This design comes from an exercise in tuning for small area on the open sky130 flow, not from production work. In this exercise RTL edits were held to simulation tests only and were not proved equivalent to the original. Power and IR drop assume default switching activity.

## xenon
## fire_seek_mode_sequencer
module fire_seek_mode_sequencer (
    input  logic        i_clk,
    input  logic        i_rst_n,
    input  logic        i_in_valid,
    output logic        i_in_ready,
    input  logic        i_in_operation,
    input  logic [9:0]  i_in_distance_cm,
    input  logic [31:0] i_in_now_tick,
    input  logic [1:0]  i_in_random_pick,
    input  logic        i_cfg_valid,
    output logic        i_cfg_ready,
    input  logic [2:0]  i_cfg_index,
    input  logic [15:0] i_cfg_data,
    output logic        o_out_valid,
    input  logic        o_out_ready,
    output logic [7:0]  o_out_servo_angle,
    output logic [2:0]  o_out_motion,
    output logic        o_out_fan_on,
    output logic [2:0]  o_out_mode,
    output logic        o_out_fire_seen,
    output logic        o_out_fire_near
);
Size in the first run: ~1,100 cells after synthesis, ~190 flip-flops, about 89 I/O pins, about 11,000 um^2 of cells after synthesis.
clock: 10.0 ns
lec_check: 0
abc_area: 1
cap_margin: 20
core_margin: 2
core_utilization: 40
slew_margin: 20
standard.sh (not shown) runs the stock make flow with config.mk's settings and CLKGATE_MAP_FILE= SYNTH_SCRIPT=/design/flow/synth_recipe.tcl, a recipe that flattens the netlist after the stock synthesis.
==> flow/flow/run.sh <==
#!/bin/bash
# Layout flow: the standard flow (standard synthesis unchanged), with two changes:
#  - ports are buffered with the smallest buffer instead of the default delay-buffer choice
#  - the clock tree uses clkbuf_8 buffers and no dummy load cells
# Each tool's full output stays in orfs/logs/ (ORFS writes one log per step), and the
# make output goes to flow.log in this folder.
set -uo pipefail
export BUFFER_PORTS_ARGS="-buffer_cell sky130_fd_sc_hd__buf_1"
export CTS_ARGS="-sink_clustering_enable -repair_clock_nets -buf_list sky130_fd_sc_hd__clkbuf_8 -dont_use_dummy_load"
bash standard.sh finish > flow.log 2>&1
rc=$?
tail -20 flow.log
exit $rc
xenon: flow completed, timing, DRC and antenna clean
Inputs modified between xenon and garnet:
Settings: CTS_BUF_LIST: unset -> sky130_fd_sc_hd__clkbuf_8; ABC_AREA: 1 -> unset.
==> flow/run.sh (new file) <==
#!/bin/bash
# synth_recipe.tcl (not shown) runs the flow's synth.tcl, then flattens the netlist and writes it again
# the make line also repeats each setting of config.mk as NAME=value (left out here)
make -C /OpenROAD-flow-scripts/flow DESIGN_CONFIG=/design/flow/config.mk WORK_HOME=/design/flow/orfs CLKGATE_MAP_FILE= SYNTH_SCRIPT=/design/flow/synth_recipe.tcl finish
removed: flow/flow/run.sh
removed: flow/standard.sh
### Flow results
- Compared garnet vs xenon, and via count of the first global-routing pass is up in garnet.
- Taking xenon as the reference, in garnet net switching power rose by about 0.6%; die height rose by 1.0 um; setup slack fell by 0.48 ns.
Inputs modified between garnet and umber:
Settings: a deleted CTS_BUF_LIST that had been sky130_fd_sc_hd__clkbuf_8.
==> flow/flow/run.sh (new file) <==
#!/bin/bash
# Layout flow: the standard flow (standard synthesis unchanged), with two changes:
#  - ports are buffered with the smallest buffer instead of the default delay-buffer choice
#  - the clock tree uses clkbuf_8 buffers and no dummy load cells
# Each tool's full output stays in orfs/logs/ (ORFS writes one log per step), and the
# make output goes to flow.log in this folder.
set -uo pipefail
export BUFFER_PORTS_ARGS="-buffer_cell sky130_fd_sc_hd__buf_1"
export CTS_ARGS="-sink_clustering_enable -repair_clock_nets -buf_list sky130_fd_sc_hd__clkbuf_8 -dont_use_dummy_load"
bash standard.sh finish > flow.log 2>&1
rc=$?
tail -20 flow.log
exit $rc
==> flow/standard.sh (new file) <==
#!/bin/bash
# synth_recipe.tcl (not shown) runs the flow's synth.tcl, then flattens the netlist and writes it again
# the make line also repeats each setting of config.mk as NAME=value (left out here)
make -C /OpenROAD-flow-scripts/flow DESIGN_CONFIG=/design/flow/config.mk WORK_HOME=/design/flow/orfs CLKGATE_MAP_FILE= SYNTH_SCRIPT=/design/flow/synth_recipe.tcl "${@:-finish}"
removed: flow/run.sh
--- outcome ---
- In umber the met3 layer wire length in the routed design turned out about 17% higher than in garnet.
- Against garnet as the reference, umber delivers a lower mean number of vias per cell.
- umber vs. garnet: register-to-register slack dropped 0.09 ns, power down 0.13 mW.
- Against garnet, umber comes in about 2% lower on global-route wire length before repair.
- Met2 usage in global routing (higher): garnet
- garnet has a lower count of filler cells inserted in the layout than umber.
- Looking at clock period minus final worst setup slack across both flows, umber is the weaker of the two, with garnet ahead.
- umber: global router's overall resource usage is 0.21 points lower than what garnet reported.
- umber vs garnet, area growth from synthesis to layout went down by 5.8 points.

what the ideal ports hide:
In the flow no input, the clock included, has a driving cell. The finished layouts below were timed again as built, in two steps. Step 1 assumes that a clkbuf_16 drives the clock port and a buf_2 every other input. Step 2, shift: input delay + t, output delay - t, t = (earliest + latest rising clock arrival at the registers) / 2. This alone moves slack from input paths to output paths. a / b / c = ideal ports / drivers / drivers and shift; a / b = the first two.
| run | shift t [ns] | setup slack, ns | hold WS [ns] | worst setup path at the end | worst register clock-pin slew, ns |
|---|---|---|---|---|---|
| xenon | 0.490 | 0.849 / 0.850 / 0.514 | 0.508 / 0.508 / 0.508 | input to register | 0.12 / 0.12 |
| garnet | 0.509 | 0.366 / 0.367 / 0.367 | 0.516 / 0.516 / 0.516 | register to register | 0.11 / 0.11 |
| umber | 0.490 | 0.278 / 0.278 / 0.278 | 0.519 / 0.519 / 0.519 | register to register | 0.11 / 0.11 |
After both steps every run listed still meets setup and hold. For xenon, which loses most, drivers alone change the setup slack by +0.001 ns; drivers and shift together by -0.335 ns.
